This design comes from an exercise in tuning for small area on the open sky130 flow, not from production work. Where RTL was checked, it was by simulation tests only, not by an equivalence proof against the original. Power is estimated from default activity; no workload was simulated.

// positional_array_insert_delete
module positional_array_insert_delete
#(
  parameter int CAPACITY = 32
) (
  input  logic                    clk_i,
  input  logic                    rst_ni,
  input  logic                    in_valid_i,
  output logic                    in_stall_o,
  input  logic [paid_pkg::MODE_W-1:0]       mode_i,
  input  logic [paid_pkg::POS_W-1:0]        position_i,
  input  logic signed [paid_pkg::VAL_W-1:0] value_i,
  output logic                    out_valid_o,
  input  logic                    out_stall_i,
  output logic [paid_pkg::ST_W-1:0]         status_o,
  output logic signed [paid_pkg::VAL_W-1:0] entry_value_o,
  output logic [paid_pkg::CNT_W-1:0]        entry_count_o,
  output logic                    last_o
);
  localparam int VW = paid_pkg::VAL_W;
  localparam int CW = paid_pkg::CNT_W;
  localparam int IW = $clog2(CAPACITY);
  localparam logic [CW-1:0] Cap = CW'(CAPACITY);
  logic          reading_q;
  logic [CW-1:0] count_q, count_d;
  logic [IW-1:0] rem_q;
  logic                    out_valid_q;
  logic [paid_pkg::ST_W-1:0] status_q, status_d;
  logic [VW-1:0]           value_q;
  logic out_free, in_acc, load, rd_last, rd_start;
  logic ins, del, rot;
  logic full, empty, ins_bad, del_bad;
  logic [CW-1:0] pos;
  logic [VW-1:0] bcast_n, head;
  logic [VW-1:0] entry_n [CAPACITY];
  logic [CAPACITY:0] ge;
  assign out_free   = !out_valid_q || !out_stall_i;
  assign in_stall_o = reading_q || !out_free;
  assign in_acc     = in_valid_i && !in_stall_o;
  ...
==> flow/config.mk <==
export PLATFORM = sky130hd
export DESIGN_NAME = positional_array_insert_delete
export DESIGN_NICKNAME = positional_array_insert_delete
export VERILOG_FILES = /design/flow/design.v
export SDC_FILE = /design/flow/constraint.sdc
export NUM_CORES = 4
export LEC_CHECK = 0
export CAP_MARGIN = 20
export CORE_MARGIN = 2
export CORE_UTILIZATION = 60
export CTS_BUF_LIST = sky130_fd_sc_hd__clkbuf_16
export CTS_CLUSTER_DIAMETER = 110
export CTS_CLUSTER_SIZE = 28
export SLEW_MARGIN = 20
export SYNTH_HIERARCHICAL = 1
==> flow/constraint.sdc <==
create_clock -name core_clock -period 5.0 [get_ports {clk_i}]
set_input_delay 1.0000 -clock core_clock [delete_from_list [all_inputs] [get_ports {clk_i}]]
set_output_delay 1.0000 -clock core_clock [all_outputs]
set_load 0.01 [all_outputs]
standard.sh (not shown) runs the stock make flow with config.mk's settings and CLKGATE_MAP_FILE= SYNTH_SCRIPT=/design/flow/synth_recipe.tcl, a recipe that flattens the netlist after the stock synthesis.
==> flow/flow/run.sh <==
#!/bin/bash
# The standard layout, with the port buffers made from the smallest
# buffer cell instead of a delay buffer.
export BUFFER_PORTS_ARGS="-buffer_cell sky130_fd_sc_hd__buf_1"
bash standard.sh > standard.log 2>&1
==> next run, changes <==
--- a/flow/design.v
+++ b/flow/design.v
@@ -6,19 +6,19 @@
   localparam int unsigned CNT_W  = 6;
   localparam logic [MODE_W-1:0] MODE_INSERT = 2'd0;
   localparam logic [MODE_W-1:0] MODE_DELETE = 2'd1;
   localparam logic [MODE_W-1:0] MODE_READ   = 2'd2;
   localparam logic [ST_W-1:0] ST_DONE   = 2'd0;
   localparam logic [ST_W-1:0] ST_FULL   = 2'd1;
   localparam logic [ST_W-1:0] ST_EMPTY  = 2'd2;
   localparam logic [ST_W-1:0] ST_BADPOS = 2'd3;
 endpackage
-module paid_store #(
+module paid_cell #(
   parameter bit HAS_LEFT  = 1'b1,
   parameter bit HAS_RIGHT = 1'b1
 ) (
   input  logic                        clk_i,
   input  logic                        hold_ni,
   input  logic                        left_ni,
   input  logic                        right_ni,
   input  logic                        bcast_ni,
   input  logic [paid_pkg::VAL_W-1:0]  left_n_i,
@@ -37,58 +37,18 @@
   end else begin : g_no_right
     assign from_right = '1;
   end
   always_ff @(posedge clk_i) begin
     entry_nq <= ({paid_pkg::VAL_W{hold_ni}}  | entry_nq)
               & ({paid_pkg::VAL_W{bcast_ni}} | bcast_n_i)
               & from_left & from_right;
   end
   assign entry_n_o = entry_nq;
-endmodule
-module paid_cell #(
-  parameter bit HAS_LEFT  = 1'b1,
-  parameter bit HAS_RIGHT = 1'b1
-) (
-  input  logic                        clk_i,
-  input  logic                        hold_i,
-  input  logic                        left_i,
-  input  logic                        right_i,
-  input  logic                        bcast_i,
-  input  logic [paid_pkg::VAL_W-1:0]  left_n_i,
-  input  logic [paid_pkg::VAL_W-1:0]  right_n_i,
-  input  logic [paid_pkg::VAL_W-1:0]  bcast_n_i,
-  output logic [paid_pkg::VAL_W-1:0]  entry_n_o
-);
-  logic hold_n, left_n, right_n, bcast_n;
-  paid_sel_inv u_sel_inv (
-    .sel_i  ({hold_i, left_i, right_i, bcast_i}),
-    .sel_no ({hold_n, left_n, right_n, bcast_n})
-  );
-  paid_store #(
-    .HAS_LEFT (HAS_LEFT),
-    .HAS_RIGHT(HAS_RIGHT)
-  ) u_store (
-    .clk_i    (clk_i),
-    .hold_ni  (hold_n),
-    .left_ni  (left_n),
-    .right_ni (right_n),
-    .bcast_ni (bcast_n),
-    .left_n_i (left_n_i),
-    .right_n_i(right_n_i),
-    .bcast_n_i(bcast_n_i),
-    .entry_n_o(entry_n_o)
-  );
-endmodule
-module paid_sel_inv (
-  input  logic [3:0] sel_i,
-  output logic [3:0] sel_no
-);
-  assign sel_no = ~sel_i;
 endmodule
 module positional_array_insert_delete
 #(
   parameter int CAPACITY = 32
 ) (
   input  logic                    clk_i,
   input  logic                    rst_ni,
   input  logic                    in_valid_i,
   output logic                    in_stall_o,
@@ -205,22 +165,22 @@
       assign right_n = entry_n[i+1];
       assign s_right = (del && ge[i]) || (rot && !ge[i]);
     end
     assign s_hold = !(s_left || s_right || s_bcast);
     paid_cell #(
       .HAS_LEFT (i != 0),
       .HAS_RIGHT(i != CAPACITY - 1)
     ) u_cell (
       .clk_i    (clk_i),
-      .hold_i   (s_hold),
-      .left_i   (s_left),
-      .right_i  (s_right),
-      .bcast_i  (s_bcast),
+      .hold_ni  (!s_hold),
+      .left_ni  (!s_left),
+      .right_ni (!s_right),
+      .bcast_ni (!s_bcast),
       .left_n_i (left_n),
       .right_n_i(right_n),
       .bcast_n_i(bcast_n),
       .entry_n_o(entry_n[i])
     );
   end
   assign out_valid_o   = out_valid_q;
   assign status_o      = status_q;
   assign entry_value_o = value_q;
What happened: The changed run completed with no timing, DRC or antenna violations. Synthesized cell count came out lower by a few percent. Fmax came out higher by roughly a tenth. Final area came out lower slightly. Power came out lower by a few percent. Wire length stays flat. Non-clock buffer count came out higher by 36. Die area came out lower slightly. First-iteration DRC count came out lower by roughly a tenth. Setup slack gains 0.38 ns. Combinational power came out lower by a little under a tenth. Worst hold slack stays flat. Clock power came out lower slightly. Clock skew came out higher by 0.0044 ns. Sequential share of layout area came out higher by 0.23 points.
Function not checked in the first run of this note: the RTL went through the layout flow alone.

port drivers added, routing unchanged:
The flow's constraints put no driver on any port. The routed layouts listed below were extracted and timed again, unchanged, in two steps.
Step 1: set_driving_cell puts a clkbuf_16 on clk_i and a buf_2 on each other input, an assumption about the parent block.
Step 2 moves the port delays by t, midway between the first and last clock arrival at a register: inputs arrive t later, outputs are due t later. That takes back most of the time a late clock gives input paths.
Three values: ideal, step 1, step 2; two values: the first two.
run | t, ns | setup WS [ns] | worst setup path at the end | slew at the worst register clock pin (ns)
the first run | 0.696 | 0.418 / 0.418 / 0.235 | input to register | 0.12 / 0.12
the second run | 0.693 | 0.801 / 0.801 / 0.681 | input to register | 0.12 / 0.12
After both steps setup and hold are still met in every run listed. For the first run, which loses most, drivers alone change the setup slack by 0.000 ns; drivers and shift together by -0.183 ns.
